Source: an optimization exercise on an open RTL-to-GDS flow (aim: small area, a short achievable clock period and few clock cycles per item). Production flows keep margins and buffers that such runs may drop. In this exercise RTL edits were held to simulation tests only and were not proved equivalent to the original. No activity file was given, so power comes from the tool's default toggle rates.

==> flow/design.v <==
module soc_curve_interp_validate #(
  parameter int NUM_POINTS = 8
) (
  input  logic        clk,
  input  logic        rst,
  input  logic        cfg_wen,
  input  logic        cfg_index,
  input  logic [7:0]  cfg_data,
  input  logic        in_valid,
  output logic        in_ready,
  input  logic [19:0] in_data,
  output logic        out_valid,
  input  logic        out_ready,
  output logic [15:0] out_data
);
  logic [7:0] ve;
  logic [6:0] mt;
  logic       busy;
  always_ff @(posedge clk) begin
    if (rst) begin
      ve <= 8'd53;
      mt <= 7'd5;
    end else begin
      if (cfg_wen && cfg_index) mt <= cfg_data[6:0];
      if (cfg_wen && !cfg_index) ve <= cfg_data;
      else if (busy && eseg != 3'd5) ve <= {ve[1:0], ve[7:2]};
    end
  end
  logic [2:0]  eseg;    
  logic [1:0]  ebit;
  logic [13:0] acc;
  logic [1:0]  vbits;
  logic [15:0] mk;      
  logic [15:0] acc_sum;
  logic [13:0] acc_next;
  logic [4:0]  t1;
  logic [5:0]  t2;
  logic [6:0]  t3;
  logic [6:0]  t4;
  logic [5:0]  t5;
  assign vbits = ve[1:0];
  logic kt_new_n22, kt_new_n23, kt_new_n25, kt_new_n26, kt_new_n28, kt_new_n29, kt_new_n30, kt_new_n31, kt_new_n32, kt_new_n33, kt_new_n35, kt_new_n36, kt_new_n37, kt_new_n38, kt_new_n39, kt_new_n41, kt_new_n42, kt_new_n43, kt_new_n44, kt_new_n45, kt_new_n47, kt_new_n48, kt_new_n49, kt_new_n51, kt_new_n52, kt_new_n53, kt_new_n55, kt_new_n56, kt_new_n58, kt_new_n60, kt_new_n61, kt_new_n62, kt_new_n63, kt_new_n65, kt_new_n66, kt_new_n67, kt_new_n69, kt_new_n71, kt_new_n72, kt_new_n73, kt_new_n76;
  assign kt_new_n22 = ~eseg[2] & vbits[0];
  assign kt_new_n23 = eseg[1] & kt_new_n22;
  assign mk[15] = vbits[1] & kt_new_n23;
  assign kt_new_n25 = ~eseg[2] & vbits[1];
  assign kt_new_n26 = ~vbits[0] & kt_new_n25;
  assign mk[14] = eseg[1] & kt_new_n26;
  assign kt_new_n28 = eseg[1] & ~eseg[0];
  assign kt_new_n29 = ~eseg[1] & ~eseg[0];
  assign kt_new_n30 = ~eseg[2] & kt_new_n29;
  assign kt_new_n31 = vbits[0] & kt_new_n29;
  assign kt_new_n32 = eseg[2] & kt_new_n31;
  assign kt_new_n33 = ~kt_new_n23 & ~kt_new_n32;
  assign mk[0] = ~kt_new_n28 & ~kt_new_n33;
  assign kt_new_n35 = ~eseg[0] & vbits[1];
  assign kt_new_n36 = ~kt_new_n22 & ~kt_new_n35;
  assign kt_new_n37 = ~eseg[1] & ~kt_new_n36;
  assign kt_new_n38 = ~kt_new_n25 & ~kt_new_n37;
  assign kt_new_n39 = ~mk[0] & kt_new_n38;
  assign mk[3] = ~kt_new_n30 & ~kt_new_n39;
  assign kt_new_n41 = ~kt_new_n28 & mk[3];
  assign kt_new_n42 = vbits[1] & kt_new_n41;
  assign kt_new_n43 = vbits[0] & ~mk[15];
  assign kt_new_n44 = ~kt_new_n23 & ~kt_new_n25;
  assign kt_new_n45 = kt_new_n43 & ~kt_new_n44;
  assign mk[13] = kt_new_n42 | kt_new_n45;
  assign kt_new_n47 = ~mk[14] & ~kt_new_n37;
  assign kt_new_n48 = kt_new_n26 & ~kt_new_n47;
  assign kt_new_n49 = mk[3] & kt_new_n43;
  assign mk[12] = kt_new_n48 | kt_new_n49;
  assign kt_new_n51 = kt_new_n22 & mk[13];
  assign kt_new_n52 = ~eseg[0] & kt_new_n26;
  assign kt_new_n53 = ~kt_new_n31 & ~kt_new_n52;
  assign mk[9] = kt_new_n51 | ~kt_new_n53;
  assign kt_new_n55 = kt_new_n22 & mk[9];
  assign kt_new_n56 = ~eseg[1] & kt_new_n25;
  assign mk[11] = kt_new_n55 | kt_new_n56;
  assign kt_new_n58 = eseg[1] & kt_new_n42;
  assign mk[10] = ~kt_new_n47 | kt_new_n58;
  assign kt_new_n60 = ~vbits[1] & kt_new_n22;
  assign kt_new_n61 = ~kt_new_n26 & ~kt_new_n60;
  assign kt_new_n62 = ~mk[12] & ~kt_new_n61;
  assign kt_new_n63 = vbits[1] & ~kt_new_n33;
  assign mk[8] = kt_new_n62 | kt_new_n63;
  assign kt_new_n65 = ~kt_new_n22 & ~kt_new_n28;
  assign kt_new_n66 = ~kt_new_n47 & kt_new_n65;
  assign kt_new_n67 = ~mk[3] & ~kt_new_n66;
  assign mk[7] = ~mk[0] & ~kt_new_n67;
  assign kt_new_n69 = kt_new_n33 & ~kt_new_n60;
  assign mk[6] = kt_new_n66 | ~kt_new_n69;
  assign kt_new_n71 = ~kt_new_n23 & ~kt_new_n26;
  assign kt_new_n72 = eseg[0] & ~kt_new_n71;
  assign kt_new_n73 = kt_new_n31 & ~kt_new_n63;
  assign mk[5] = kt_new_n72 | kt_new_n73;
  assign mk[4] = ~kt_new_n31 & kt_new_n41;
  assign kt_new_n76 = ~mk[6] & ~mk[5];
  assign mk[2] = ~kt_new_n30 & ~kt_new_n76;
  assign mk[1] = kt_new_n41 & ~mk[8];
  assign acc_sum  = {2'b0, (ebit == 2'd0) ? 14'd0 : acc} + mk;
  assign acc_next = acc_sum[15:2];
  always_ff @(posedge clk) begin
    if (rst || (cfg_wen && !cfg_index)) begin
      busy <= 1'b1;
      eseg <= 3'd0;
      ebit <= 2'd0;
    end else if (busy) begin
      ebit <= ebit + 2'd1;
      if (ebit == 2'd3) eseg <= eseg + 3'd1;
      if (eseg == 3'd5) busy <= 1'b0;
    end
  end
  always_ff @(posedge clk) begin
    acc <= acc_next;
  end
  always_ff @(posedge clk) begin
    if (busy && ebit == 2'd0) begin
      case (eseg)
        3'd1: t1 <= acc[11:7];
        3'd2: t2 <= acc[12:7];
        3'd3: t3 <= acc[13:7];
        3'd4: t4 <= acc[13:7];
        3'd5: t5 <= acc[12:7];
        default: ;
      endcase
    end
  end
  logic [2:0] t6;
  logic [1:0] t7;
  logic t67_new_n14, t67_new_n15, t67_new_n16, t67_new_n17, t67_new_n18, t67_new_n19, t67_new_n21, t67_new_n22, t67_new_n23, t67_new_n24, t67_new_n25, t67_new_n26, t67_new_n27, t67_new_n28, t67_new_n30, t67_new_n31, t67_new_n32, t67_new_n33, t67_new_n34, t67_new_n35, t67_new_n36, t67_new_n37, t67_new_n38, t67_new_n39, t67_new_n40, t67_new_n41, t67_new_n42, t67_new_n43, t67_new_n44, t67_new_n45, t67_new_n46, t67_new_n47, t67_new_n48, t67_new_n51;
  assign t67_new_n14 = ve[7] & ve[6];
  assign t67_new_n15 = ve[2] & ve[1];
  assign t67_new_n16 = ~ve[3] & ~t67_new_n15;
  assign t67_new_n17 = ve[7] & ve[5];
  assign t67_new_n18 = ve[4] & t67_new_n17;
  assign t67_new_n19 = ~t67_new_n16 & t67_new_n18;
  assign t6[2] = t67_new_n14 | t67_new_n19;
  assign t67_new_n21 = ve[1] & ve[0];
  assign t67_new_n22 = ~ve[2] & ~t67_new_n21;
  assign t67_new_n23 = ve[6] & ve[4];
  assign t67_new_n24 = ve[3] & t67_new_n23;
  assign t67_new_n25 = ~t67_new_n22 & t67_new_n24;
  assign t67_new_n26 = ve[6] & ve[5];
  assign t67_new_n27 = ~ve[7] & ~t67_new_n26;
  assign t67_new_n28 = ~t67_new_n25 & t67_new_n27;
  assign t6[1] = ~t6[2] & ~t67_new_n28;
  assign t67_new_n30 = ~ve[4] & ~ve[2];
  assign t67_new_n31 = ~ve[3] & t67_new_n30;
  assign t67_new_n32 = t67_new_n26 & ~t67_new_n31;
  assign t67_new_n33 = t6[2] & t67_new_n32;
  assign t67_new_n34 = ~t6[2] & ~t67_new_n32;
  assign t67_new_n35 = ~t67_new_n33 & ~t67_new_n34;
  assign t67_new_n36 = ~ve[1] & ~ve[0];
  assign t67_new_n37 = t67_new_n30 & t67_new_n36;
  assign t67_new_n38 = ve[7] & ~t67_new_n37;
  assign t67_new_n39 = ~ve[6] & ~t67_new_n38;
  assign t67_new_n40 = ~t67_new_n25 & ~t67_new_n39;
  assign t67_new_n41 = ~ve[5] & ~t67_new_n40;
  assign t67_new_n42 = ve[3] & t67_new_n15;
  assign t67_new_n43 = ve[7] & ~ve[3];
  assign t67_new_n44 = ~ve[5] & ~t67_new_n43;
  assign t67_new_n45 = ~ve[4] & ~t67_new_n17;
  assign t67_new_n46 = ~t67_new_n44 & t67_new_n45;
  assign t67_new_n47 = ~t67_new_n42 & t67_new_n46;
  assign t67_new_n48 = ~t67_new_n41 & ~t67_new_n47;
  assign t6[0] = ~t67_new_n35 & t67_new_n48;
  assign t7[1] = t67_new_n14 & ~t67_new_n46;
  assign t67_new_n51 = ~ve[7] & ~t67_new_n32;
  assign t7[0] = ~t7[1] & ~t67_new_n51;
  logic        r0_v;
  logic [12:0] v;
  logic [6:0]  r0_c;
  logic [6:0]  e;
  logic ev_new_n21, ev_new_n22, ev_new_n23, ev_new_n24, ev_new_n25, ev_new_n26, ev_new_n27, ev_new_n28, ev_new_n29, ev_new_n30, ev_new_n31, ev_new_n33, ev_new_n34, ev_new_n35, ev_new_n36, ev_new_n37, ev_new_n38, ev_new_n39, ev_new_n40, ev_new_n41, ev_new_n42, ev_new_n43, ev_new_n44, ev_new_n45, ev_new_n46, ev_new_n47, ev_new_n48, ev_new_n49, ev_new_n50, ev_new_n51, ev_new_n52, ev_new_n53, ev_new_n54, ev_new_n55, ev_new_n56, ev_new_n57, ev_new_n58, ev_new_n59, ev_new_n60, ev_new_n61, ev_new_n62, ev_new_n63, ev_new_n64, ev_new_n65, ev_new_n66, ev_new_n67, ev_new_n68, ev_new_n69, ev_new_n70, ev_new_n71, ev_new_n72, ev_new_n73, ev_new_n74, ev_new_n75, ev_new_n76, ev_new_n77, ev_new_n78, ev_new_n79, ev_new_n80, ev_new_n81, ev_new_n82, ev_new_n83, ev_new_n84, ev_new_n85, ev_new_n86, ev_new_n87, ev_new_n88, ev_new_n89, ev_new_n90, ev_new_n91, ev_new_n92, ev_new_n93, ev_new_n94, ev_new_n95, ev_new_n96, ev_new_n97, ev_new_n98, ev_new_n99, ev_new_n100, ev_new_n101, ev_new_n102, ev_new_n103, ev_new_n104, ev_new_n105, ev_new_n106, ev_new_n107, ev_new_n108, ev_new_n109, ev_new_n110, ev_new_n111, ev_new_n112, ev_new_n113, ev_new_n114, ev_new_n115, ev_new_n116, ev_new_n117, ev_new_n118, ev_new_n119, ev_new_n120, ev_new_n121, ev_new_n122, ev_new_n123, ev_new_n125, ev_new_n126, ev_new_n127, ev_new_n128, ev_new_n130, ev_new_n131, ev_new_n132, ev_new_n133, ev_new_n134, ev_new_n135, ev_new_n136, ev_new_n137, ev_new_n138, ev_new_n139, ev_new_n140, ev_new_n141, ev_new_n142, ev_new_n143, ev_new_n144, ev_new_n145, ev_new_n146, ev_new_n147, ev_new_n148, ev_new_n150, ev_new_n151, ev_new_n152, ev_new_n153, ev_new_n154, ev_new_n155, ev_new_n156, ev_new_n157, ev_new_n158, ev_new_n159, ev_new_n160, ev_new_n161, ev_new_n162, ev_new_n163, ev_new_n164, ev_new_n165, ev_new_n166, ev_new_n167, ev_new_n168, ev_new_n169, ev_new_n170, ev_new_n171, ev_new_n172, ev_new_n173, ev_new_n174, ev_new_n175, ev_new_n176, ev_new_n177, ev_new_n178, ev_new_n179, ev_new_n180, ev_new_n181, ev_new_n182, ev_new_n183, ev_new_n184, ev_new_n185, ev_new_n186, ev_new_n187, ev_new_n188, ev_new_n189, ev_new_n190, ev_new_n191, ev_new_n192, ev_new_n193, ev_new_n194, ev_new_n195, ev_new_n196, ev_new_n197, ev_new_n198, ev_new_n199, ev_new_n200, ev_new_n201, ev_new_n202, ev_new_n203, ev_new_n204, ev_new_n205, ev_new_n206, ev_new_n207, ev_new_n208, ev_new_n209, ev_new_n210, ev_new_n211, ev_new_n212, ev_new_n213, ev_new_n214, ev_new_n215, ev_new_n216, ev_new_n217, ev_new_n218, ev_new_n219, ev_new_n220, ev_new_n221, ev_new_n222, ev_new_n223, ev_new_n224, ev_new_n225, ev_new_n226, ev_new_n227, ev_new_n228, ev_new_n229, ev_new_n230, ev_new_n231, ev_new_n232, ev_new_n234, ev_new_n235, ev_new_n236, ev_new_n237, ev_new_n238, ev_new_n239, ev_new_n240, ev_new_n241, ev_new_n242, ev_new_n243, ev_new_n244, ev_new_n245, ev_new_n246, ev_new_n247, ev_new_n248, ev_new_n249, ev_new_n250, ev_new_n251, ev_new_n252, ev_new_n253, ev_new_n254, ev_new_n255, ev_new_n256, ev_new_n257, ev_new_n258, ev_new_n259, ev_new_n260, ev_new_n261, ev_new_n262, ev_new_n263, ev_new_n264, ev_new_n265, ev_new_n266, ev_new_n267, ev_new_n268, ev_new_n269, ev_new_n270, ev_new_n271, ev_new_n272, ev_new_n273, ev_new_n275, ev_new_n276, ev_new_n277, ev_new_n278, ev_new_n279, ev_new_n280, ev_new_n281, ev_new_n282, ev_new_n283, ev_new_n284, ev_new_n285, ev_new_n286, ev_new_n287, ev_new_n288, ev_new_n289, ev_new_n290, ev_new_n291, ev_new_n292, ev_new_n293, ev_new_n294, ev_new_n295, ev_new_n296, ev_new_n297, ev_new_n298, ev_new_n299, ev_new_n300, ev_new_n301, ev_new_n302, ev_new_n303, ev_new_n304, ev_new_n305, ev_new_n306, ev_new_n307, ev_new_n308, ev_new_n309, ev_new_n310, ev_new_n311, ev_new_n312, ev_new_n313, ev_new_n314, ev_new_n315, ev_new_n316, ev_new_n317, ev_new_n318, ev_new_n319, ev_new_n320, ev_new_n321, ev_new_n322, ev_new_n323, ev_new_n324, ev_new_n325, ev_new_n326, ev_new_n327, ev_new_n328, ev_new_n329, ev_new_n330, ev_new_n331, ev_new_n332, ev_new_n333, ev_new_n334, ev_new_n335, ev_new_n336, ev_new_n337, ev_new_n338, ev_new_n339, ev_new_n340, ev_new_n341, ev_new_n342, ev_new_n343, ev_new_n344, ev_new_n345, ev_new_n346, ev_new_n347, ev_new_n348, ev_new_n349;
  assign ev_new_n21 = v[11] & v[10];
  assign ev_new_n22 = v[9] & ev_new_n21;
  assign ev_new_n23 = v[6] & v[4];
  assign ev_new_n24 = v[7] & ev_new_n23;
  assign ev_new_n25 = ~v[2] & ~v[1];
  assign ev_new_n26 = ~v[3] & ev_new_n25;
  assign ev_new_n27 = v[5] & v[4];
  assign ev_new_n28 = ~ev_new_n26 & ev_new_n27;
  assign ev_new_n29 = ev_new_n24 & ev_new_n28;
  assign ev_new_n30 = ~v[8] & ~ev_new_n29;
  assign ev_new_n31 = ev_new_n22 & ~ev_new_n30;
  assign e[6] = v[12] | ev_new_n31;
  assign ev_new_n33 = ~v[7] & v[6];
  assign ev_new_n34 = ~v[5] & ~v[4];
  assign ev_new_n35 = ~ev_new_n27 & ~ev_new_n34;
  assign ev_new_n36 = v[1] & v[0];
  assign ev_new_n37 = v[2] & ev_new_n36;
  assign ev_new_n38 = v[3] & ev_new_n37;
  assign ev_new_n39 = ev_new_n35 & ev_new_n38;
  assign ev_new_n40 = ~v[5] & ~ev_new_n39;
  assign ev_new_n41 = ev_new_n33 & ~ev_new_n40;
  assign ev_new_n42 = ~v[8] & v[6];
  assign ev_new_n43 = v[7] & ~v[6];
  assign ev_new_n44 = v[1] & ev_new_n43;
  assign ev_new_n45 = ~v[3] & ~ev_new_n33;
  assign ev_new_n46 = v[5] & ~v[2];
  assign ev_new_n47 = ~v[4] & ev_new_n46;
  assign ev_new_n48 = ev_new_n45 & ev_new_n47;
  assign ev_new_n49 = ~ev_new_n44 & ev_new_n48;
  assign ev_new_n50 = v[8] & ev_new_n49;
  assign ev_new_n51 = ~v[1] & ~v[0];
  assign ev_new_n52 = v[2] & ~ev_new_n51;
  assign ev_new_n53 = v[7] & ~ev_new_n52;
  assign ev_new_n54 = v[5] & v[3];
  assign ev_new_n55 = ~ev_new_n53 & ev_new_n54;
  assign ev_new_n56 = ~ev_new_n27 & ~ev_new_n55;
  assign ev_new_n57 = ev_new_n43 & ~ev_new_n56;
  assign ev_new_n58 = ~v[5] & ~v[3];
  assign ev_new_n59 = ~ev_new_n26 & ~ev_new_n58;
  assign ev_new_n60 = ev_new_n24 & ~ev_new_n59;
  assign ev_new_n61 = ~v[7] & ~v[6];
  assign ev_new_n62 = ~v[2] & ~ev_new_n36;
  assign ev_new_n63 = ~ev_new_n53 & ~ev_new_n62;
  assign ev_new_n64 = ~v[3] & ~ev_new_n63;
  assign ev_new_n65 = v[3] & ~ev_new_n62;
  assign ev_new_n66 = ~v[7] & ~v[4];
  assign ev_new_n67 = ~ev_new_n65 & ev_new_n66;
  assign ev_new_n68 = ~ev_new_n64 & ~ev_new_n67;
  assign ev_new_n69 = v[5] & ev_new_n68;
  assign ev_new_n70 = ~ev_new_n61 & ~ev_new_n69;
  assign ev_new_n71 = ~ev_new_n37 & ev_new_n45;
  assign ev_new_n72 = ~ev_new_n38 & ~ev_new_n71;
  assign ev_new_n73 = ~v[4] & ev_new_n72;
  assign ev_new_n74 = ~ev_new_n70 & ev_new_n73;
  assign ev_new_n75 = ~ev_new_n60 & ~ev_new_n74;
  assign ev_new_n76 = ~ev_new_n57 & ~ev_new_n75;
  assign ev_new_n77 = ~v[5] & ~ev_new_n68;
  assign ev_new_n78 = ~v[6] & ~v[4];
  assign ev_new_n79 = ~ev_new_n23 & ~ev_new_n78;
  assign ev_new_n80 = ev_new_n77 & ev_new_n79;
  assign ev_new_n81 = v[3] & ~ev_new_n61;
  assign ev_new_n82 = ~ev_new_n36 & ev_new_n81;
  assign ev_new_n83 = v[2] & v[1];
  assign ev_new_n84 = ~v[7] & ev_new_n83;
  assign ev_new_n85 = v[7] & ~ev_new_n83;
  assign ev_new_n86 = ~ev_new_n84 & ~ev_new_n85;
  assign ev_new_n87 = v[6] & ~v[4];
  assign ev_new_n88 = v[5] & ev_new_n87;
  assign ev_new_n89 = ev_new_n86 & ev_new_n88;
  assign ev_new_n90 = ~ev_new_n54 & ~ev_new_n78;
  assign ev_new_n91 = ~ev_new_n35 & ev_new_n52;
  assign ev_new_n92 = ~ev_new_n90 & ev_new_n91;
  assign ev_new_n93 = ~ev_new_n89 & ~ev_new_n92;
  assign ev_new_n94 = ~ev_new_n82 & ~ev_new_n93;
  assign ev_new_n95 = v[3] & ev_new_n83;
  assign ev_new_n96 = ev_new_n87 & ev_new_n95;
  assign ev_new_n97 = ~v[2] & ev_new_n51;
  assign ev_new_n98 = ev_new_n78 & ev_new_n97;
  assign ev_new_n99 = ~ev_new_n96 & ~ev_new_n98;
  assign ev_new_n100 = v[7] & ~ev_new_n99;
  assign ev_new_n101 = ~ev_new_n94 & ~ev_new_n100;
  assign ev_new_n102 = ~ev_new_n80 & ev_new_n101;
  assign ev_new_n103 = ~ev_new_n76 & ev_new_n102;
  assign ev_new_n104 = ~v[8] & ~ev_new_n103;
  assign ev_new_n105 = ~ev_new_n50 & ~ev_new_n104;
  assign ev_new_n106 = ~ev_new_n42 & ev_new_n105;
  assign ev_new_n107 = ev_new_n58 & ~ev_new_n99;
  assign ev_new_n108 = ev_new_n34 & ~ev_new_n65;
  assign ev_new_n109 = v[6] & ~ev_new_n28;
  assign ev_new_n110 = ~ev_new_n108 & ev_new_n109;
  assign ev_new_n111 = ~ev_new_n107 & ~ev_new_n110;
  assign ev_new_n112 = ~ev_new_n106 & ~ev_new_n111;
  assign ev_new_n113 = ~ev_new_n41 & ~ev_new_n112;
  assign ev_new_n114 = v[7] & ~v[5];
  assign ev_new_n115 = v[6] & ev_new_n114;
  assign ev_new_n116 = ev_new_n113 & ~ev_new_n115;
  assign ev_new_n117 = v[8] & ~v[6];
  assign ev_new_n118 = ~ev_new_n42 & ~ev_new_n117;
  assign ev_new_n119 = ~ev_new_n116 & ev_new_n118;
  assign ev_new_n120 = ev_new_n116 & ~ev_new_n118;
  assign ev_new_n121 = v[7] & ev_new_n22;
  assign ev_new_n122 = ~ev_new_n120 & ev_new_n121;
  assign ev_new_n123 = ~ev_new_n119 & ev_new_n122;
  assign e[5] = v[12] | ev_new_n123;
  assign ev_new_n125 = ~v[12] & ev_new_n22;
  assign ev_new_n126 = ~ev_new_n57 & ev_new_n116;
  assign ev_new_n127 = v[8] & ev_new_n43;
  assign ev_new_n128 = ev_new_n126 & ~ev_new_n127;
  assign e[4] = ev_new_n125 & ~ev_new_n128;
  assign ev_new_n130 = ev_new_n27 & ~ev_new_n113;
  assign ev_new_n131 = ~ev_new_n35 & ~ev_new_n87;
  assign ev_new_n132 = ~ev_new_n77 & ~ev_new_n131;
  assign ev_new_n133 = ~ev_new_n69 & ev_new_n132;
  assign ev_new_n134 = ev_new_n37 & ~ev_new_n133;
  assign ev_new_n135 = ~v[7] & ~ev_new_n134;
  assign ev_new_n136 = ~ev_new_n111 & ~ev_new_n135;
  assign ev_new_n137 = ev_new_n111 & ev_new_n133;
  assign ev_new_n138 = ~ev_new_n136 & ~ev_new_n137;
  assign ev_new_n139 = ~ev_new_n130 & ev_new_n138;
  assign ev_new_n140 = ~v[8] & ~ev_new_n139;
  assign ev_new_n141 = v[8] & v[7];
  assign ev_new_n142 = ~ev_new_n126 & ~ev_new_n141;
  assign ev_new_n143 = v[5] & ~ev_new_n49;
  assign ev_new_n144 = ~v[6] & ~ev_new_n143;
  assign ev_new_n145 = v[6] & ev_new_n143;
  assign ev_new_n146 = ~ev_new_n144 & ~ev_new_n145;
  assign ev_new_n147 = ~ev_new_n142 & ev_new_n146;
  assign ev_new_n148 = ~ev_new_n140 & ~ev_new_n147;
  assign e[3] = ev_new_n125 & ~ev_new_n148;
  assign ev_new_n150 = v[12] & ~v[11];
  assign ev_new_n151 = ~v[10] & ~v[9];
  assign ev_new_n152 = ~v[8] & ev_new_n151;
  assign ev_new_n153 = ev_new_n150 & ev_new_n152;
  assign ev_new_n154 = ~v[3] & ev_new_n34;
  assign ev_new_n155 = ev_new_n61 & ~ev_new_n83;
  assign ev_new_n156 = ev_new_n154 & ev_new_n155;
  assign ev_new_n157 = ev_new_n153 & ev_new_n156;
  assign ev_new_n158 = v[12] & ~ev_new_n157;
  assign ev_new_n159 = v[5] & ev_new_n62;
  assign ev_new_n160 = v[6] & ~ev_new_n52;
  assign ev_new_n161 = ~ev_new_n97 & ~ev_new_n160;
  assign ev_new_n162 = ~ev_new_n159 & ev_new_n161;
  assign ev_new_n163 = v[7] & ev_new_n162;
  assign ev_new_n164 = ~ev_new_n72 & ~ev_new_n163;
  assign ev_new_n165 = ev_new_n78 & ~ev_new_n164;
  assign ev_new_n166 = ev_new_n61 & ~ev_new_n77;
  assign ev_new_n167 = v[4] & v[1];
  assign ev_new_n168 = ~ev_new_n83 & ~ev_new_n167;
  assign ev_new_n169 = ~v[6] & ~v[0];
  assign ev_new_n170 = ~ev_new_n168 & ev_new_n169;
  assign ev_new_n171 = ~ev_new_n25 & ~ev_new_n83;
  assign ev_new_n172 = ~v[6] & v[4];
  assign ev_new_n173 = ~ev_new_n171 & ev_new_n172;
  assign ev_new_n174 = ~v[6] & ~v[2];
  assign ev_new_n175 = ~v[4] & ~ev_new_n174;
  assign ev_new_n176 = ev_new_n171 & ev_new_n175;
  assign ev_new_n177 = ~ev_new_n173 & ~ev_new_n176;
  assign ev_new_n178 = ~ev_new_n170 & ev_new_n177;
  assign ev_new_n179 = v[5] & ev_new_n178;
  assign ev_new_n180 = ev_new_n62 & ev_new_n87;
  assign ev_new_n181 = v[3] & ~ev_new_n97;
  assign ev_new_n182 = ~ev_new_n180 & ev_new_n181;
  assign ev_new_n183 = ~ev_new_n179 & ~ev_new_n182;
  assign ev_new_n184 = ~ev_new_n166 & ev_new_n183;
  assign ev_new_n185 = ~ev_new_n74 & ev_new_n184;
  assign ev_new_n186 = ev_new_n165 & ev_new_n185;
  assign ev_new_n187 = ~ev_new_n23 & ~ev_new_n133;
  assign ev_new_n188 = ~ev_new_n186 & ev_new_n187;
  assign ev_new_n189 = v[5] & ~ev_new_n61;
  assign ev_new_n190 = v[3] & ~ev_new_n25;
  assign ev_new_n191 = ev_new_n24 & ev_new_n190;
  assign ev_new_n192 = ~ev_new_n189 & ~ev_new_n191;
  assign ev_new_n193 = ev_new_n99 & ~ev_new_n192;
  assign ev_new_n194 = ~v[8] & ~ev_new_n193;
  assign ev_new_n195 = ~ev_new_n188 & ev_new_n194;
  assign ev_new_n196 = ev_new_n61 & ev_new_n108;
  assign ev_new_n197 = ~v[6] & ~ev_new_n55;
  assign ev_new_n198 = v[2] & ~ev_new_n27;
  assign ev_new_n199 = ev_new_n53 & ~ev_new_n198;
  assign ev_new_n200 = ~v[7] & ev_new_n36;
  assign ev_new_n201 = ev_new_n198 & ev_new_n200;
  assign ev_new_n202 = ~v[3] & ~ev_new_n201;
  assign ev_new_n203 = ~ev_new_n199 & ev_new_n202;
  assign ev_new_n204 = v[6] & ~ev_new_n154;
  assign ev_new_n205 = ev_new_n62 & ~ev_new_n78;
  assign ev_new_n206 = ~ev_new_n204 & ev_new_n205;
  assign ev_new_n207 = ~ev_new_n203 & ev_new_n206;
  assign ev_new_n208 = ~ev_new_n197 & ev_new_n207;
  assign ev_new_n209 = ~ev_new_n196 & ~ev_new_n208;
  assign ev_new_n210 = ~ev_new_n143 & ev_new_n209;
  assign ev_new_n211 = ev_new_n95 & ~ev_new_n178;
  assign ev_new_n212 = v[8] & ~ev_new_n211;
  assign ev_new_n213 = ~v[8] & ev_new_n181;
  assign ev_new_n214 = ev_new_n57 & ~ev_new_n213;
  assign ev_new_n215 = ~ev_new_n212 & ~ev_new_n214;
  assign ev_new_n216 = v[9] & ~ev_new_n215;
  assign ev_new_n217 = ~ev_new_n210 & ev_new_n216;
  assign ev_new_n218 = ev_new_n29 & ev_new_n215;
  assign ev_new_n219 = ev_new_n55 & ev_new_n165;
  assign ev_new_n220 = ~v[4] & ev_new_n83;
  assign ev_new_n221 = v[5] & ~v[3];
  assign ev_new_n222 = ~ev_new_n220 & ev_new_n221;
  assign ev_new_n223 = ~ev_new_n39 & ~ev_new_n222;
  assign ev_new_n224 = ev_new_n33 & ~ev_new_n223;
  assign ev_new_n225 = ev_new_n29 & ~ev_new_n71;
  assign ev_new_n226 = ~v[9] & ~ev_new_n225;
  assign ev_new_n227 = ev_new_n21 & ~ev_new_n226;
  assign ev_new_n228 = ~ev_new_n224 & ev_new_n227;
  assign ev_new_n229 = ~ev_new_n219 & ev_new_n228;
  assign ev_new_n230 = ~ev_new_n218 & ev_new_n229;
  assign ev_new_n231 = ~ev_new_n217 & ev_new_n230;
  assign ev_new_n232 = ~ev_new_n195 & ev_new_n231;
  assign e[2] = ev_new_n158 | ev_new_n232;
  assign ev_new_n234 = v[2] & ev_new_n130;
  assign ev_new_n235 = v[7] & ~ev_new_n167;
  assign ev_new_n236 = ~ev_new_n36 & ev_new_n235;
  assign ev_new_n237 = ~ev_new_n174 & ~ev_new_n235;
  assign ev_new_n238 = ~ev_new_n236 & ~ev_new_n237;
  assign ev_new_n239 = v[2] & ev_new_n23;
  assign ev_new_n240 = ev_new_n51 & ev_new_n78;
  assign ev_new_n241 = ev_new_n58 & ~ev_new_n240;
  assign ev_new_n242 = ~ev_new_n239 & ev_new_n241;
  assign ev_new_n243 = ~ev_new_n238 & ev_new_n242;
  assign ev_new_n244 = ev_new_n185 & ~ev_new_n243;
  assign ev_new_n245 = ev_new_n24 & ev_new_n244;
  assign ev_new_n246 = v[4] & ~ev_new_n164;
  assign ev_new_n247 = ev_new_n209 & ~ev_new_n246;
  assign ev_new_n248 = ~v[6] & ev_new_n114;
  assign ev_new_n249 = ev_new_n65 & ev_new_n248;
  assign ev_new_n250 = ev_new_n215 & ~ev_new_n249;
  assign ev_new_n251 = ~ev_new_n247 & ~ev_new_n250;
  assign ev_new_n252 = ~ev_new_n245 & ~ev_new_n251;
  assign ev_new_n253 = ev_new_n105 & ev_new_n252;
  assign ev_new_n254 = ~ev_new_n58 & ~ev_new_n79;
  assign ev_new_n255 = ~ev_new_n97 & ev_new_n254;
  assign ev_new_n256 = ev_new_n195 & ev_new_n255;
  assign ev_new_n257 = ev_new_n253 & ~ev_new_n256;
  assign ev_new_n258 = ~ev_new_n234 & ev_new_n257;
  assign ev_new_n259 = ev_new_n125 & ~ev_new_n258;
  assign ev_new_n260 = ev_new_n40 & ev_new_n43;
  assign ev_new_n261 = ~v[12] & v[8];
  assign ev_new_n262 = ev_new_n21 & ev_new_n261;
  assign ev_new_n263 = ~ev_new_n41 & ev_new_n262;
  assign ev_new_n264 = ~ev_new_n260 & ev_new_n263;
  assign ev_new_n265 = ~v[7] & ev_new_n226;
  assign ev_new_n266 = ~v[5] & ~ev_new_n95;
  assign ev_new_n267 = ev_new_n90 & ~ev_new_n266;
  assign ev_new_n268 = v[7] & ~ev_new_n44;
  assign ev_new_n269 = ev_new_n267 & ~ev_new_n268;
  assign ev_new_n270 = ~ev_new_n226 & ~ev_new_n269;
  assign ev_new_n271 = ~ev_new_n265 & ~ev_new_n270;
  assign ev_new_n272 = ev_new_n264 & ev_new_n271;
  assign ev_new_n273 = ~ev_new_n157 & ~ev_new_n272;
  assign e[1] = ev_new_n259 | ~ev_new_n273;
  assign ev_new_n275 = ~v[4] & ~ev_new_n84;
  assign ev_new_n276 = ev_new_n58 & ~ev_new_n97;
  assign ev_new_n277 = ~ev_new_n275 & ev_new_n276;
  assign ev_new_n278 = ev_new_n253 & ev_new_n277;
  assign ev_new_n279 = ~ev_new_n49 & ev_new_n209;
  assign ev_new_n280 = ~ev_new_n244 & ~ev_new_n279;
  assign ev_new_n281 = ~v[2] & v[1];
  assign ev_new_n282 = ~ev_new_n200 & ~ev_new_n281;
  assign ev_new_n283 = ev_new_n23 & ~ev_new_n282;
  assign ev_new_n284 = v[4] & ev_new_n36;
  assign ev_new_n285 = v[7] & v[2];
  assign ev_new_n286 = ~ev_new_n78 & ev_new_n285;
  assign ev_new_n287 = ~ev_new_n284 & ev_new_n286;
  assign ev_new_n288 = ~ev_new_n52 & ev_new_n61;
  assign ev_new_n289 = ~v[1] & v[0];
  assign ev_new_n290 = ev_new_n66 & ev_new_n289;
  assign ev_new_n291 = ~ev_new_n288 & ~ev_new_n290;
  assign ev_new_n292 = ~ev_new_n287 & ev_new_n291;
  assign ev_new_n293 = ~ev_new_n283 & ev_new_n292;
  assign ev_new_n294 = ev_new_n155 & ev_new_n293;
  assign ev_new_n295 = ~ev_new_n280 & ~ev_new_n294;
  assign ev_new_n296 = ~ev_new_n278 & ev_new_n295;
  assign ev_new_n297 = v[9] & ~ev_new_n296;
  assign ev_new_n298 = v[4] & ~v[0];
  assign ev_new_n299 = ev_new_n26 & ev_new_n298;
  assign ev_new_n300 = v[9] & ~ev_new_n181;
  assign ev_new_n301 = ~ev_new_n299 & ev_new_n300;
  assign ev_new_n302 = ev_new_n260 & ~ev_new_n301;
  assign ev_new_n303 = ev_new_n203 & ~ev_new_n226;
  assign ev_new_n304 = v[7] & ~ev_new_n35;
  assign ev_new_n305 = ~v[9] & ~ev_new_n304;
  assign ev_new_n306 = ~v[5] & v[2];
  assign ev_new_n307 = v[7] & v[0];
  assign ev_new_n308 = ~ev_new_n298 & ~ev_new_n307;
  assign ev_new_n309 = ev_new_n306 & ~ev_new_n308;
  assign ev_new_n310 = v[3] & ~ev_new_n86;
  assign ev_new_n311 = ~ev_new_n309 & ev_new_n310;
  assign ev_new_n312 = ~ev_new_n305 & ev_new_n311;
  assign ev_new_n313 = ev_new_n204 & ~ev_new_n312;
  assign ev_new_n314 = ~ev_new_n303 & ev_new_n313;
  assign ev_new_n315 = ~ev_new_n302 & ~ev_new_n314;
  assign ev_new_n316 = ~ev_new_n297 & ev_new_n315;
  assign ev_new_n317 = ev_new_n262 & ~ev_new_n316;
  assign ev_new_n318 = v[1] & ev_new_n78;
  assign ev_new_n319 = ~ev_new_n162 & ~ev_new_n318;
  assign ev_new_n320 = ~ev_new_n76 & ev_new_n215;
  assign ev_new_n321 = ~ev_new_n319 & ~ev_new_n320;
  assign ev_new_n322 = ev_new_n215 & ~ev_new_n293;
  assign ev_new_n323 = ~ev_new_n321 & ~ev_new_n322;
  assign ev_new_n324 = ev_new_n54 & ~ev_new_n323;
  assign ev_new_n325 = ev_new_n23 & ev_new_n213;
  assign ev_new_n326 = ~ev_new_n267 & ~ev_new_n325;
  assign ev_new_n327 = ~ev_new_n114 & ev_new_n326;
  assign ev_new_n328 = ev_new_n68 & ~ev_new_n185;
  assign ev_new_n329 = ev_new_n209 & ~ev_new_n328;
  assign ev_new_n330 = ~ev_new_n178 & ~ev_new_n329;
  assign ev_new_n331 = v[7] & ev_new_n25;
  assign ev_new_n332 = ~ev_new_n326 & ev_new_n331;
  assign ev_new_n333 = ~ev_new_n330 & ~ev_new_n332;
  assign ev_new_n334 = ~ev_new_n327 & ~ev_new_n333;
  assign ev_new_n335 = ev_new_n46 & ~ev_new_n298;
  assign ev_new_n336 = ~ev_new_n167 & ~ev_new_n306;
  assign ev_new_n337 = ~ev_new_n335 & ev_new_n336;
  assign ev_new_n338 = ~v[7] & ~v[5];
  assign ev_new_n339 = ev_new_n51 & ~ev_new_n338;
  assign ev_new_n340 = ev_new_n45 & ~ev_new_n339;
  assign ev_new_n341 = ~ev_new_n54 & ~ev_new_n81;
  assign ev_new_n342 = ~ev_new_n340 & ev_new_n341;
  assign ev_new_n343 = ~ev_new_n337 & ev_new_n342;
  assign ev_new_n344 = ~ev_new_n244 & ~ev_new_n343;
  assign ev_new_n345 = ~v[8] & ~ev_new_n344;
  assign ev_new_n346 = ~ev_new_n334 & ~ev_new_n345;
  assign ev_new_n347 = ~ev_new_n324 & ev_new_n346;
  assign ev_new_n348 = ev_new_n125 & ~ev_new_n347;
  assign ev_new_n349 = ~ev_new_n157 & ~ev_new_n348;
  assign e[0] = ev_new_n317 | ~ev_new_n349;
  logic [2:0] sg;
  always_comb begin
    if (v >= 13'd3893) sg = 3'd1;
    else if (v >= 13'd3783) sg = 3'd2;
    else if (v >= 13'd3721) sg = 3'd3;
    else if (v >= 13'd3686) sg = 3'd4;
    else if (v >= 13'd3575) sg = 3'd5;
    else if (v >= 13'd3487) sg = 3'd6;
    else sg = 3'd7;
  end
  logic [6:0] t_raw;
  always_comb begin
    case (sg)
      3'd1: t_raw = {2'd0, t1};
      3'd2: t_raw = {1'd0, t2};
      3'd3: t_raw = t3;
      3'd4: t_raw = t4;
      3'd5: t_raw = {1'd0, t5};
      3'd6: t_raw = {4'd0, t6};
      default: t_raw = {5'd0, t7};
    endcase
  end
  logic       r1_v;
  logic [6:0] r1_e, r1_c, r1_t;
  logic [6:0] tol;
  logic [7:0] d;
  logic [6:0] ad;
  logic       ok;
  assign tol = (r1_t < mt) ? mt : r1_t;
  assign d   = {1'b0, r1_c} - {1'b0, r1_e};
  assign ad  = d[7] ? 7'(-d) : d[6:0];
  assign ok  = (ad < r1_t) || (ad < mt);
  logic       s_v;
  logic       s_ok, h_ok;
  logic [6:0] s_e, s_t, h_e, h_t;
  logic       h_free, r1_en, r0_en;
  assign h_free = !out_valid || out_ready;
  assign r1_en  = !r1_v || !s_v;
  assign r0_en  = !r0_v || r1_en;
  logic       r0_v_n, r1_v_n, s_v_n, busy_n;
  always_comb begin
    r0_v_n = r0_en ? (in_valid && in_ready) : r0_v;
    r1_v_n = r1_en ? r0_v : r1_v;
    s_v_n  = h_free ? 1'b0 : (s_v || r1_v);
    busy_n = (cfg_wen && !cfg_index) || (busy && eseg != 3'd5);
  end
  always_ff @(posedge clk) begin
    if (rst) begin
      r0_v      <= 1'b0;
      r1_v      <= 1'b0;
      s_v       <= 1'b0;
      out_valid <= 1'b0;
      in_ready  <= 1'b0;
    end else begin
      r0_v      <= r0_v_n;
      r1_v      <= r1_v_n;
      s_v       <= s_v_n;
      out_valid <= h_free ? (s_v || r1_v) : 1'b1;
      in_ready  <= !busy_n && (!r0_v_n || !r1_v_n || !s_v_n);
    end
  end
  always_ff @(posedge clk) begin
    if (r0_en) begin
      v    <= in_data[19:7];
      r0_c <= in_data[6:0];
    end
    if (r1_en) begin
      r1_e <= e;
      r1_c <= r0_c;
      r1_t <= t_raw;
    end
    if (!s_v) begin
      s_ok <= ok;
      s_e  <= r1_e;
      s_t  <= tol;
    end
    if (h_free) begin
      if (s_v) begin
        h_ok <= s_ok;
        h_e  <= s_e;
        h_t  <= s_t;
      end else begin
        h_ok <= ok;
        h_e  <= r1_e;
        h_t  <= tol;
      end
    end
  end
  assign out_data = {h_ok, h_e, 1'b0, h_t};
endmodule
==> flow/flow/run.sh <==
#!/bin/bash
set -euo pipefail
MARGIN=${FLOW_SETUP_MARGIN:-6.9}
export BUFFER_PORTS_ARGS="-buffer_cell sky130_fd_sc_hd__buf_1"
sed "s/SETUP_SLACK_MARGIN=[0-9.]*/SETUP_SLACK_MARGIN=${MARGIN}/" standard.sh > standard_margin.sh
bash standard_margin.sh > standard.log 2>&1
==> flow/standard.sh <==
#!/bin/bash
# synth_recipe.tcl (not shown) runs the flow's synth.tcl, then flattens the netlist and writes it again
# the make line also repeats each setting of config.mk as NAME=value (left out here)
make -C /OpenROAD-flow-scripts/flow DESIGN_CONFIG=/design/flow/config.mk WORK_HOME=/design/flow/orfs CLKGATE_MAP_FILE= SYNTH_SCRIPT=/design/flow/synth_recipe.tcl "${@:-finish}"
==> flow/config.mk <==
export PLATFORM = sky130hd
export DESIGN_NAME = soc_curve_interp_validate
export DESIGN_NICKNAME = soc_curve_interp_validate
export VERILOG_FILES = /design/flow/design.v
export SDC_FILE = /design/flow/constraint.sdc
export NUM_CORES = 4
export LEC_CHECK = 0
export ABC_AREA = 1
export CAP_MARGIN = 20
export CORE_MARGIN = 2
export CORE_UTILIZATION = 50
export CTS_BUF_LIST = sky130_fd_sc_hd__clkbuf_8
export CTS_CLUSTER_DIAMETER = 150
export CTS_CLUSTER_SIZE = 50
export SETUP_SLACK_MARGIN = 5
export SLEW_MARGIN = 20
==> flow/constraint.sdc <==
create_clock -name core_clock -period 10.0 [get_ports {clk}]
set_input_delay 2.0000 -clock core_clock [delete_from_list [all_inputs] [get_ports {clk}]]
set_output_delay 2.0000 -clock core_clock [all_outputs]
set_load 0.01 [all_outputs]
==> flow_summary.html, run 1 <==
<table>
<tr><th>Metric</th><th>Value</th></tr>
<tr><th colspan="2">Synthesis</th></tr>
<tr><td>Post-synthesis instance total</td><td>993</td></tr>
<tr><td>Netlist Area Pre-Place</td><td>8402 µm²</td></tr>
<tr><td>Area contributors post-synth</td><td>sky130_fd_sc_hd__edfxtp_1, sky130_fd_sc_hd__dfxtp_1, sky130_fd_sc_hd__nand2_1</td></tr>
<tr><td>Cell type with the highest aggregate area in the netlist</td><td>sky130_fd_sc_hd__edfxtp_1</td></tr>
<tr><td>Net count after synthesis</td><td>1,088</td></tr>
<tr><td>Number of enable flip-flop cells after synthesis</td><td>87</td></tr>
<tr><td>Sequential share of the synthesized area</td><td>0.4420</td></tr>
<tr><td>Share of Yosys cell area claimed by the top area cell type</td><td>0.3109</td></tr>
<tr><td>Number of register bits inferred by synthesis</td><td>142</td></tr>
<tr><td>Top FF cell, synth</td><td>sky130_fd_sc_hd__edfxtp_1</td></tr>
<tr><td>Async set or reset register ratio after synthesis</td><td>0</td></tr>
<tr><td>Post-synth cell types</td><td>57</td></tr>
<tr><td>Yosys warning count</td><td>1</td></tr>
<tr><td>Mean cell area of the mapped netlist</td><td>8.461 µm²</td></tr>
<tr><th colspan="2">Clock network</th></tr>
<tr><td>CTS sink cnt</td><td>142</td></tr>
<tr><td>Clk pin slew, worst setup/hold paths</td><td>0.08 ns</td></tr>
<tr><td>CTS Hold Buffers Added</td><td>0</td></tr>
<tr><td>CTS tree</td><td>yes</td></tr>
<tr><td>Worst-Skew Late Latency</td><td>0.45 ns</td></tr>
<tr><td>Cell at the root of the clock tree</td><td>sky130_fd_sc_hd__clkbuf_8</td></tr>
<tr><td>Buffer depth of the longest clock path</td><td>2</td></tr>
<tr><td>Number of buffers inserted during clock tree synthesis</td><td>17</td></tr>
<tr><td>H-tree level count</td><td>4</td></tr>
<tr><th colspan="2">Finish</th></tr>
<tr><td>Most frequent cells in the layout</td><td>sky130_fd_sc_hd__nand2_1, sky130_fd_sc_hd__inv_1, sky130_fd_sc_hd__edfxtp_1</td></tr>
<tr><td>Total Nets Final</td><td>1,171</td></tr>
<tr><td>Post-layout util</td><td>0.5889</td></tr>
<tr><td>Commonest non-fill, non-tap cell in the layout</td><td>sky130_fd_sc_hd__nand2_1</td></tr>
<tr><td>Fraction of layout instances using a drive strength above 1</td><td>0.1726</td></tr>
<tr><td>Antenna diode count</td><td>0</td></tr>
<tr><td>Multi-input combinational cell area</td><td>4330 µm²</td></tr>
<tr><td>Filler instances</td><td>1,479</td></tr>
<tr><td>Non-Filler Cell Area, Final</td><td>9731 µm²</td></tr>
<tr><td>Area delta synth-&gt;final</td><td>15.82%</td></tr>
<tr><td>Sequential standard cell area</td><td>3732 µm²</td></tr>
<tr><th colspan="2">Worst hold path</th></tr>
<tr><td>Worst Min Path Start</td><td>r0_c[5]</td></tr>
<tr><td>Worst hold path class</td><td>reg -&gt; reg</td></tr>
<tr><th colspan="2">Timing</th></tr>
<tr><td>Final clock period utilization by the worst path</td><td>0.3033</td></tr>
<tr><td>Final hold slack</td><td>0.4248 ns</td></tr>
<tr><td>Count of pins over their slew limit</td><td>0</td></tr>
<tr><td>Number of hold violations in the final report</td><td>0</td></tr>
<tr><td>Fmax achieved</td><td>0.3297 GHz</td></tr>
<tr><td>RSZ-0062 raised after global routing</td><td>yes</td></tr>
<tr><td>Sum of negative setup slack</td><td>0 ns</td></tr>
<tr><td>Clk_skew</td><td>0.01596 ns</td></tr>
<tr><td>Total of endpoints with negative setup slack in the final report</td><td>0</td></tr>
<tr><td>Max_slew headroom</td><td>0.2968</td></tr>
<tr><td>Transition time of the tightest slew-check pin</td><td>1.047 ns</td></tr>
<tr><td>Final min period</td><td>3.033 ns</td></tr>
<tr><th colspan="2">Detailed routing</th></tr>
<tr><td>Detailed route wirelength on metal2</td><td>9.668 mm</td></tr>
<tr><td>Detailed-routing wirelength on met1</td><td>9.331 mm</td></tr>
<tr><td>Detailed router's first-iteration violation count</td><td>479</td></tr>
<tr><td>Final routed wire length divided by cell count</td><td>15.84 µm</td></tr>
<tr><td>Number of design rule violations left after detail routing</td><td>0</td></tr>
<tr><td>Drt via density</td><td>5.393</td></tr>
<tr><td>WL met3</td><td>1.312 mm</td></tr>
<tr><td>WL final</td><td>20.73 mm</td></tr>
<tr><td>Total number of vias</td><td>7,059</td></tr>
<tr><td>Number of nets still failing antenna checks after routing</td><td>0</td></tr>
<tr><td>Highest routed layer</td><td>met4</td></tr>
<tr><td>DRT Pass-1 Iters</td><td>5</td></tr>
<tr><th colspan="2">Status</th></tr>
<tr><td>Outcome</td><td>no timing/DRC/antenna violations</td></tr>
<tr><th colspan="2">Worst setup path</th></tr>
<tr><td>Startpoint of the worst register-to-register path</td><td>eseg[0]</td></tr>
<tr><td>Worst path arrival time</td><td>3.37 ns</td></tr>
<tr><td>Maximum net fanout on the critical path</td><td>4</td></tr>
<tr><td>Setup CP Type</td><td>reg -&gt; reg</td></tr>
<tr><td>Crit path required time</td><td>10.33 ns</td></tr>
<tr><td>Element type at the critical path start</td><td>flop</td></tr>
<tr><td>Nature of the critical path endpoint</td><td>flop</td></tr>
<tr><td>Worst Setup SP</td><td>eseg[0]</td></tr>
<tr><th colspan="2">Global routing</th></tr>
<tr><td>First-pass GRT wire length</td><td>32.69 mm</td></tr>
<tr><td>Global-route total usage across every layer</td><td>0.2299</td></tr>
<tr><td>Via count of the first global-routing pass</td><td>6,581</td></tr>
<tr><td>Number of antenna violations at the first check in global routing</td><td>0</td></tr>
<tr><td>Overflow left after global routing</td><td>0</td></tr>
<tr><td>Pin count of the biggest net entering global routing</td><td>31</td></tr>
<tr><th colspan="2">Floorplanning</th></tr>
<tr><td>Num ports</td><td>52</td></tr>
<tr><td>Core Area</td><td>16,520 µm²</td></tr>
<tr><td>Chip Height</td><td>133.6 µm</td></tr>
<tr><td>Full die area</td><td>17,860 µm²</td></tr>
<tr><td>Number of placement rows</td><td>47</td></tr>
<tr><td>Initial Utilization</td><td>0.5084</td></tr>
<tr><td>Die outline width</td><td>133.6 µm</td></tr>
<tr><th colspan="2">Placement</th></tr>
<tr><td>HPWL after detailed placement</td><td>14.91 mm</td></tr>
<tr><td>IO buf count</td><td>50</td></tr>
<tr><td>Area after detailed placement</td><td>8751 µm²</td></tr>
<tr><td>Final Wtd Congestion</td><td>0.9578</td></tr>
<tr><th colspan="2">Power and ir drop</th></tr>
<tr><td>Sw frac</td><td>0.3206</td></tr>
<tr><td>P_leak</td><td>4.193 nW</td></tr>
<tr><td>Areal power density over the cells</td><td>164.0 nW/µm²</td></tr>
<tr><td>Peak supply drop</td><td>0.0001046 V</td></tr>
<tr><td>Sequential fraction of design power</td><td>0.462</td></tr>
<tr><td>Net switching power figure</td><td>0.5116 mW</td></tr>
<tr><td>Cell-internal power</td><td>1.084 mW</td></tr>
<tr><td>Clock network fraction of design power</td><td>0.292</td></tr>
<tr><td>Relative contribution of combinational cells to total power</td><td>0.246</td></tr>
<tr><th colspan="2">Flow run</th></tr>
<tr><td>Max-capacitance violation count</td><td>0</td></tr>
</table>
## area by class of cell
| type | instances | area share |
|---|---|---|
| clock buffer | 18 | 0.02546 |
| inverter | 129 | 0.05169 |
| tap | 220 | 0.02829 |
| multi-input combinational | 697 | 0.4450 |
| timing repair buffer | 89 | 0.04976 |
| clock inverter | 14 | 0.01620 |
| sequential | 142 | 0.3836 |
## final timing paths
kind / end / slack (ns) / depth (start not counted)
setup / recovery: acc[11] / 6.97 / 18
hold / removal: r1_c[5] / 0.42 / 0
setup reg to reg: acc[11] / 6.97 / 18
hold reg to reg: r1_c[5] / 0.42 / 0
## what timing repair did
item                       4_1_cts  5_1_grt
setup buffers                    4       33
gates resized for setup         22       60
setup endpoints to repair       11       25
pin swaps                        5       37
## per-stage QoR
| step | worst slack (ns) | total power, mW | instances |
|---|---|---|---|
| CTS | 6.890 | 1.561 | 1276 |
| global route | 6.762 | 1.686 | 1309 |
| global placement | 6.609 | 1.088 | 1240 |
| floorplan | 7.005 | 0.9983 | 993 |
| finish | 6.967 | 1.596 | 1309 |
| detailed placement | 6.578 | 1.089 | 1240 |
## registers in the layout (all words and copies together), names as in the netlist, 2 cells and up
| name | cells |
|---|---|
| r1_e | 7 |
| mt | 7 |
| h_t | 7 |
| h_e | 7 |
| r1_c | 7 |
| ebit | 2 |
| t4 | 7 |
| t5 | 6 |
| r0_c | 7 |
| s_e | 7 |
| t3 | 7 |
| r1_t | 7 |
| t2 | 6 |
| eseg | 3 |
| acc | 14 |
| s_t | 7 |
| v | 13 |
| ve | 8 |
| t1 | 5 |
## Yosys cell counts, drive strengths merged (4+ instances only)
cell       n
nand3     56
xor2      19
or2        4
a21oi     63
buf       14
nor2      91
o21bai     5
o211ai    16
ha        60
xnor2      6
a31oi     14
clkbuf    11
nand4     27
dfxtp     55
nor3      17
o2111ai    6
o21ai     70
nand2    220
inv      127
edfxtp    87
## worst max-delay path: stages (launching register included)
cell and delay, ns:
sky130_fd_sc_hd__dfxtp_4 0.38, sky130_fd_sc_hd__buf_4 0.14, sky130_fd_sc_hd__nor2_1 0.05, sky130_fd_sc_hd__o21ai_1 0.32, sky130_fd_sc_hd__nand2_2 0.13, sky130_fd_sc_hd__nand3_2 0.11
sky130_fd_sc_hd__nand3_2 0.08, sky130_fd_sc_hd__nor2_1 0.09, sky130_fd_sc_hd__nor2_1 0.06, sky130_fd_sc_hd__ha_1 0.35, sky130_fd_sc_hd__a21oi_2 0.19, sky130_fd_sc_hd__nor2_2 0.07
sky130_fd_sc_hd__a211oi_2 0.23, sky130_fd_sc_hd__o21ai_2 0.12, sky130_fd_sc_hd__nand3_1 0.12, sky130_fd_sc_hd__nand2_2 0.11, sky130_fd_sc_hd__a21oi_4 0.19, sky130_fd_sc_hd__o21ai_2 0.08
sky130_fd_sc_hd__xor2_1 0.13
## cells by family after synthesis
| family | Yosys count | synth area share |
|---|---|---|
| and+or+nand+nor | 420 | 0.2301 |
| DFF | 142 | 0.4420 |
| adders and majority gates | 61 | 0.09174 |
| xor gates and xnor gates | 25 | 0.02606 |
| other | 1 | 0.0004463 |
| AOI/OAI and AO/OA | 190 | 0.1364 |
| buffers and inverters | 154 | 0.07327 |
## power by group through the flow
| stage | logic [mW] | clock network, mW | registers, mW |
|---|---|---|---|
| global placement | 0.335 | 0 | 0.753 |
| global route | 0.442 | 0.501 | 0.743 |
| detailed placement | 0.336 | 0 | 0.753 |
| CTS | 0.344 | 0.477 | 0.740 |
| floorplan | 0.261 | 0 | 0.738 |
| finish | 0.393 | 0.466 | 0.737 |
## routing by layer
metal,up-vias,track usage
met5,-,0
met4,0,0.07920
met3,31,0.04414
met2,254,0.3723
met1,3222,0.3102
li1,3552,-
Testbench counts, summed over its fixed seeds: cycles 3,376, items 3,200.
==> run 2, diff against run 1 <==
==> flow/flow/run.sh (replaced) <==
#!/bin/bash
set -euo pipefail
MARGIN=${FLOW_SETUP_MARGIN:-6.7}
export BUFFER_PORTS_ARGS="-buffer_cell sky130_fd_sc_hd__buf_1"
sed "s/SETUP_SLACK_MARGIN=[0-9.]*/SETUP_SLACK_MARGIN=${MARGIN}/" standard.sh > standard_margin.sh
bash standard_margin.sh > standard.log 2>&1
--- a/flow/config.mk
+++ b/flow/config.mk
@@ -14,3 +14,4 @@
 export CTS_CLUSTER_SIZE = 50
 export SETUP_SLACK_MARGIN = 5
 export SLEW_MARGIN = 20
+export TNS_END_PERCENT = 10
==> run 2 against run 1 <==
  * First-iteration DRC count is 18% higher
  * Cell area decreased by 4.2%
  * Cell count is 1.8% lower
  * Maximum frequency down 3.7%
  * Power down 3.6%
  * Count of clock-buffer cells in the layout decreased by 1
  * Non-clock buffer count down 24
  * Clock skew increased by 0.0017 ns
  * Worst setup slack got worse by 0.12 ns
  * Largest power group unchanged
  * Largest cell class unchanged
==> flow_summary.html, run 2 <==
<table>
<tr><th>Metric</th><th>Value</th></tr>
<tr><th colspan="2">Floorplanning</th></tr>
<tr><td>Chip Height</td><td>133.6 µm (unchanged)</td></tr>
<tr><td>Num ports</td><td>52 (unchanged)</td></tr>
<tr><td>Full die area</td><td>17,860 µm² (unchanged)</td></tr>
<tr><td>Number of placement rows</td><td>47 (unchanged)</td></tr>
<tr><td>Die outline width</td><td>133.6 µm (unchanged)</td></tr>
<tr><td>Initial Utilization</td><td>0.5084 (unchanged)</td></tr>
<tr><td>Core Area</td><td>16,520 µm² (unchanged)</td></tr>
<tr><th colspan="2">Worst setup path</th></tr>
<tr><td>Worst path arrival time</td><td>3.43 ns (+0.06 ns)</td></tr>
<tr><td>Nature of the critical path endpoint</td><td>flop</td></tr>
<tr><td>Element type at the critical path start</td><td>flop</td></tr>
<tr><td>Maximum net fanout on the critical path</td><td>7 (+3)</td></tr>
<tr><td>Endpoint of the lowest-slack register-to-register path</td><td>h_ok</td></tr>
<tr><td>Crit path required time</td><td>10.28 ns (-0.05 ns)</td></tr>
<tr><td>Logic depth of the worst register-to-register path</td><td>18 (unchanged)</td></tr>
<tr><td>Register-to-register path setup slack</td><td>6.85 ns (-0.12 ns)</td></tr>
<tr><td>Setup CP Type</td><td>reg -&gt; reg</td></tr>
<tr><td>Startpoint of the worst register-to-register path</td><td>r1_e[2]</td></tr>
<tr><th colspan="2">Synthesis</th></tr>
<tr><td>Top FF cell, synth</td><td>sky130_fd_sc_hd__edfxtp_1</td></tr>
<tr><td>Yosys warning count</td><td>1 (unchanged)</td></tr>
<tr><td>Post-synthesis instance total</td><td>993 (unchanged)</td></tr>
<tr><td>Sequential share of the synthesized area</td><td>0.4420 (unchanged)</td></tr>
<tr><td>Area contributors post-synth</td><td>sky130_fd_sc_hd__edfxtp_1, sky130_fd_sc_hd__dfxtp_1, sky130_fd_sc_hd__nand2_1</td></tr>
<tr><td>Net count after synthesis</td><td>1,088 (unchanged)</td></tr>
<tr><td>Mean cell area of the mapped netlist</td><td>8.461 µm² (unchanged)</td></tr>
<tr><td>Number of register bits inferred by synthesis</td><td>142 (unchanged)</td></tr>
<tr><td>Netlist Area Pre-Place</td><td>8402 µm² (unchanged)</td></tr>
<tr><td>Share of Yosys cell area claimed by the top area cell type</td><td>0.3109 (unchanged)</td></tr>
<tr><td>Most common library cells after synthesis</td><td>sky130_fd_sc_hd__nand2_1, sky130_fd_sc_hd__inv_1, sky130_fd_sc_hd__edfxtp_1</td></tr>
<tr><td>Post-synth cell types</td><td>57 (unchanged)</td></tr>
<tr><td>Number of enable flip-flop cells after synthesis</td><td>87 (unchanged)</td></tr>
<tr><td>Most instantiated library cell after synthesis</td><td>sky130_fd_sc_hd__nand2_1</td></tr>
<tr><td>Cell type with the highest aggregate area in the netlist</td><td>sky130_fd_sc_hd__edfxtp_1</td></tr>
<tr><td>Async set or reset register ratio after synthesis</td><td>0 (unchanged)</td></tr>
<tr><th colspan="2">Detailed routing</th></tr>
<tr><td>Detailed route wirelength on metal2</td><td>8.981 mm (-7.1%)</td></tr>
<tr><td>Final routed wire length divided by cell count</td><td>15.70 µm (-0.86%)</td></tr>
<tr><td>Number of design rule violations left after detail routing</td><td>0 (unchanged)</td></tr>
<tr><td>Detailed router's first-iteration violation count</td><td>563 (+18%)</td></tr>
<tr><td>Highest routed layer</td><td>met4</td></tr>
<tr><td>WL met3</td><td>1.372 mm (+4.6%)</td></tr>
<tr><td>Drt via density</td><td>5.409 (+0.29%)</td></tr>
<tr><td>WL final</td><td>20.18 mm (-2.7%)</td></tr>
<tr><td>Detailed-routing wirelength on met1</td><td>9.420 mm (+0.95%)</td></tr>
<tr><td>Number of nets still failing antenna checks after routing</td><td>0 (unchanged)</td></tr>
<tr><td>DRT Pass-1 Iters</td><td>5 (unchanged)</td></tr>
<tr><td>Total number of vias</td><td>6,950 (-1.5%)</td></tr>
<tr><th colspan="2">Finish</th></tr>
<tr><td>Number of flip-flops under the largest register name</td><td>14 (unchanged)</td></tr>
<tr><td>Sequential standard cell area</td><td>3732 µm² (unchanged)</td></tr>
<tr><td>Largest regs</td><td>acc (14), v (13), ve (8)</td></tr>
<tr><td>Largest register by flop count</td><td>acc</td></tr>
<tr><td>Filler instances</td><td>1,537 (+3.9%)</td></tr>
<tr><td>Area delta synth-&gt;final</td><td>10.90%</td></tr>
<tr><td>Commonest non-fill, non-tap cell in the layout</td><td>sky130_fd_sc_hd__nand2_1</td></tr>
<tr><td>Final std cells w/o fill</td><td>1,285 (-1.8%)</td></tr>
<tr><td>Multi-input combinational cell area</td><td>4139 µm² (-4.4%)</td></tr>
<tr><td>Total Nets Final</td><td>1,147 (-2.0%)</td></tr>
<tr><td>Antenna diode count</td><td>0 (unchanged)</td></tr>
<tr><td>Fraction of layout instances using a drive strength above 1</td><td>0.1211 (-0.05151)</td></tr>
<tr><td>Most frequent cells in the layout</td><td>sky130_fd_sc_hd__nand2_1, sky130_fd_sc_hd__inv_1, sky130_fd_sc_hd__edfxtp_1</td></tr>
<tr><th colspan="2">Placement</th></tr>
<tr><td>Number of cells after detailed placement</td><td>1,239 (-0.081%)</td></tr>
<tr><td>Final Wtd Congestion</td><td>0.9703 (+1.3%)</td></tr>
<tr><td>HPWL after detailed placement</td><td>14.98 mm (+0.41%)</td></tr>
<tr><td>Pre-CTS setup slack</td><td>6.507 ns (-0.07053 ns)</td></tr>
<tr><td>IO buf count</td><td>50 (unchanged)</td></tr>
<tr><th colspan="2">Worst hold path</th></tr>
<tr><td>Hold Crit Depth</td><td>0 (unchanged)</td></tr>
<tr><td>Hold path endpoint</td><td>r1_c[2]</td></tr>
<tr><td>Worst hold path class</td><td>reg -&gt; reg</td></tr>
<tr><td>Worst Min Path Start</td><td>r0_c[2]</td></tr>
<tr><th colspan="2">Power and ir drop</th></tr>
<tr><td>P_leak</td><td>4.048 nW (-3.5%)</td></tr>
<tr><td>Peak supply drop</td><td>0.0001006 V (-3.8%)</td></tr>
<tr><td>Areal power density over the cells</td><td>165.1 nW/µm² (+0.69%)</td></tr>
<tr><th colspan="2">Timing</th></tr>
<tr><td>Clk_skew</td><td>0.01769 ns (+0.001727 ns)</td></tr>
<tr><td>Transition time of the tightest slew-check pin</td><td>0.9357 ns (-0.1111 ns)</td></tr>
<tr><td>PnR worst setup slack</td><td>6.849 ns (-0.1177 ns)</td></tr>
<tr><td>Number of hold violations in the final report</td><td>0 (unchanged)</td></tr>
<tr><td>Final min period</td><td>3.151 ns (+0.1177 ns)</td></tr>
<tr><td>Fmax achieved</td><td>0.3174 GHz (-3.7%)</td></tr>
<tr><td>Final clock period utilization by the worst path</td><td>0.3151 (+0.01177)</td></tr>
<tr><td>Max_slew headroom</td><td>0.3747 (+0.07793)</td></tr>
<tr><td>Sum of negative setup slack</td><td>0 ns (unchanged)</td></tr>
<tr><td>Total of endpoints with negative setup slack in the final report</td><td>0 (unchanged)</td></tr>
<tr><td>RSZ-0062 raised after global routing</td><td>yes</td></tr>
<tr><td>Count of pins over their slew limit</td><td>0 (unchanged)</td></tr>
<tr><th colspan="2">Global routing</th></tr>
<tr><td>Global-route total usage across every layer</td><td>0.2333 (+0.003346)</td></tr>
<tr><td>Pin count of the biggest net entering global routing</td><td>31 (unchanged)</td></tr>
<tr><td>Via count of the first global-routing pass</td><td>6,585 (+0.061%)</td></tr>
<tr><td>First-pass GRT wire length</td><td>33.02 mm (+1.0%)</td></tr>
<tr><td>Overflow left after global routing</td><td>0 (unchanged)</td></tr>
<tr><td>Number of antenna violations at the first check in global routing</td><td>0 (unchanged)</td></tr>
<tr><th colspan="2">Clock network</th></tr>
<tr><td>CTS Hold Buffers Added</td><td>0 (unchanged)</td></tr>
<tr><td>Worst-Skew Late Latency</td><td>0.46 ns (about the same)</td></tr>
<tr><td>CTS sink cnt</td><td>142 (unchanged)</td></tr>
<tr><td>Clk pin slew, worst setup/hold paths</td><td>0.08 ns (about the same)</td></tr>
<tr><td>Cell at the root of the clock tree</td><td>sky130_fd_sc_hd__clkbuf_8</td></tr>
<tr><td>Number of buffers inserted during clock tree synthesis</td><td>17 (unchanged)</td></tr>
<tr><td>CTS tree</td><td>yes</td></tr>
<tr><td>H-tree level count</td><td>4 (unchanged)</td></tr>
<tr><td>Buffer depth of the longest clock path</td><td>2 (unchanged)</td></tr>
<tr><th colspan="2">Status</th></tr>
<tr><td>Outcome</td><td>no timing/DRC/antenna violations</td></tr>
<tr><th colspan="2">Flow run</th></tr>
<tr><td>Max-capacitance violation count</td><td>0 (unchanged)</td></tr>
</table>
[run 2: cell counts after synthesis]
No cell type changed its count.
[run 2: power breakdown]
| part | internal (mW) | switching (mW) |
|---|---|---|
| Combinational | 0.133 | 0.220 |
| Clock | 0.221 | 0.229 |
| Sequential | 0.695 | 0.0410 |
[run 2: how the worst max path moves through the flow]
| stage | slack, ns | end | from | depth (start not counted) |
|---|---|---|---|---|
| 2_1_floorplan | 6.84 | ve[0] | cfg_wen | 7 |
| 3_3_place_gp | 6.56 | ve[0] | cfg_wen | 8 |
| 3_5_place_dp | 6.51 | ve[0] | cfg_wen | 8 |
| 4_1_cts | 6.71 | acc[12] | eseg[0] | 22 |
| 5_1_grt | 6.52 | h_ok | r1_e[2] | 18 |
| 6_report | 6.85 | h_ok | r1_e[2] | 18 |
[run 2: metal layers]
layer  global-route usage  up-vias
li1                     -     3520
met1               0.3272     3127
met2               0.3651      273
met3              0.04072       30
met4              0.08215        0
met5                    0        -
[run 2: logic make-up after synthesis]
family,after synthesis,synth area share
compound gates,190,0.1364
other cells,1,0.0004463
flops,142,0.4420
buf+inv,154,0.07327
fa+ha+maj,61,0.09174
xor+xnor,25,0.02606
simple gates,420,0.2301
[run 2: final cells by class]
type,instances,share of cell area
Clock buffer,17,0.02511
Clock inverter,15,0.01571
Inverter,129,0.05264
Multi-Input combinational cell,697,0.4442
Sequential cell,142,0.4006
Tap cell,220,0.02954
Timing Repair Buffer,65,0.03223
[run 2: stage by stage]
stage	power (mW)	util	cell area, µm²	hold WS, ns
floorplan	0.9982	-	8402	0.4003
global placement	1.083	0.5290	8741	0.4017
detailed placement	1.087	0.5290	8741	0.4056
CTS	1.537	0.5537	9150	0.4227
global route	1.623	0.5639	9318	0.4293
finish	1.538	0.5639	9318	0.4230
[run 2: worst max-delay path: stages, from the launching register on]
cell	delay [ns]
sky130_fd_sc_hd__edfxtp_1	0.38
sky130_fd_sc_hd__inv_1	0.08
sky130_fd_sc_hd__ha_1	0.27
sky130_fd_sc_hd__a21oi_1	0.15
sky130_fd_sc_hd__nand2_1	0.09
sky130_fd_sc_hd__a21oi_1	0.13
sky130_fd_sc_hd__o21bai_1	0.11
sky130_fd_sc_hd__nand2_1	0.08
sky130_fd_sc_hd__nand2_1	0.04
sky130_fd_sc_hd__a21oi_1	0.38
sky130_fd_sc_hd__nand2_1	0.12
sky130_fd_sc_hd__xor2_1	0.15
sky130_fd_sc_hd__inv_1	0.08
sky130_fd_sc_hd__ha_1	0.30
sky130_fd_sc_hd__a21oi_1	0.15
sky130_fd_sc_hd__nand2_1	0.08
sky130_fd_sc_hd__nand4_1	0.07
sky130_fd_sc_hd__o211ai_1	0.09
sky130_fd_sc_hd__a31oi_1	0.23
[run 2: what timing repair did]
item	in CTS	in global routing
endpoints found under the setup margin	8	23
buffers inserted	1	13
pin swaps	2	14
gates resized for setup	7	23

==> separate check: timing with driven ports <==
Ports are ideal in the flow. The routed layouts listed here were re-timed in OpenROAD.
Step 1 assumes that a clkbuf_16 drives the clock port and a buf_2 every other input.
Step 2 moves the port delays by t, midway between the first and last clock arrival at a register: inputs arrive t later, outputs are due t later. That takes back most of the time a late clock gives input paths.
Slacks: ideal ports / drivers / drivers and shift; pairs: ideal ports / drivers.
run | shift t [ns] | setup slack, ns | worst setup path at the end | worst data-port slew with drivers (ns)
run 1 | 0.484 | 6.967 / 6.967 / 6.648 | input to register | 0.03
run 2 | 0.488 | 6.849 / 6.849 / 6.427 | input to register | 0.04
After both steps setup and hold are still met in every run listed. For run 2, which loses most, drivers alone change the setup slack by 0.000 ns; drivers and shift together by -0.422 ns.
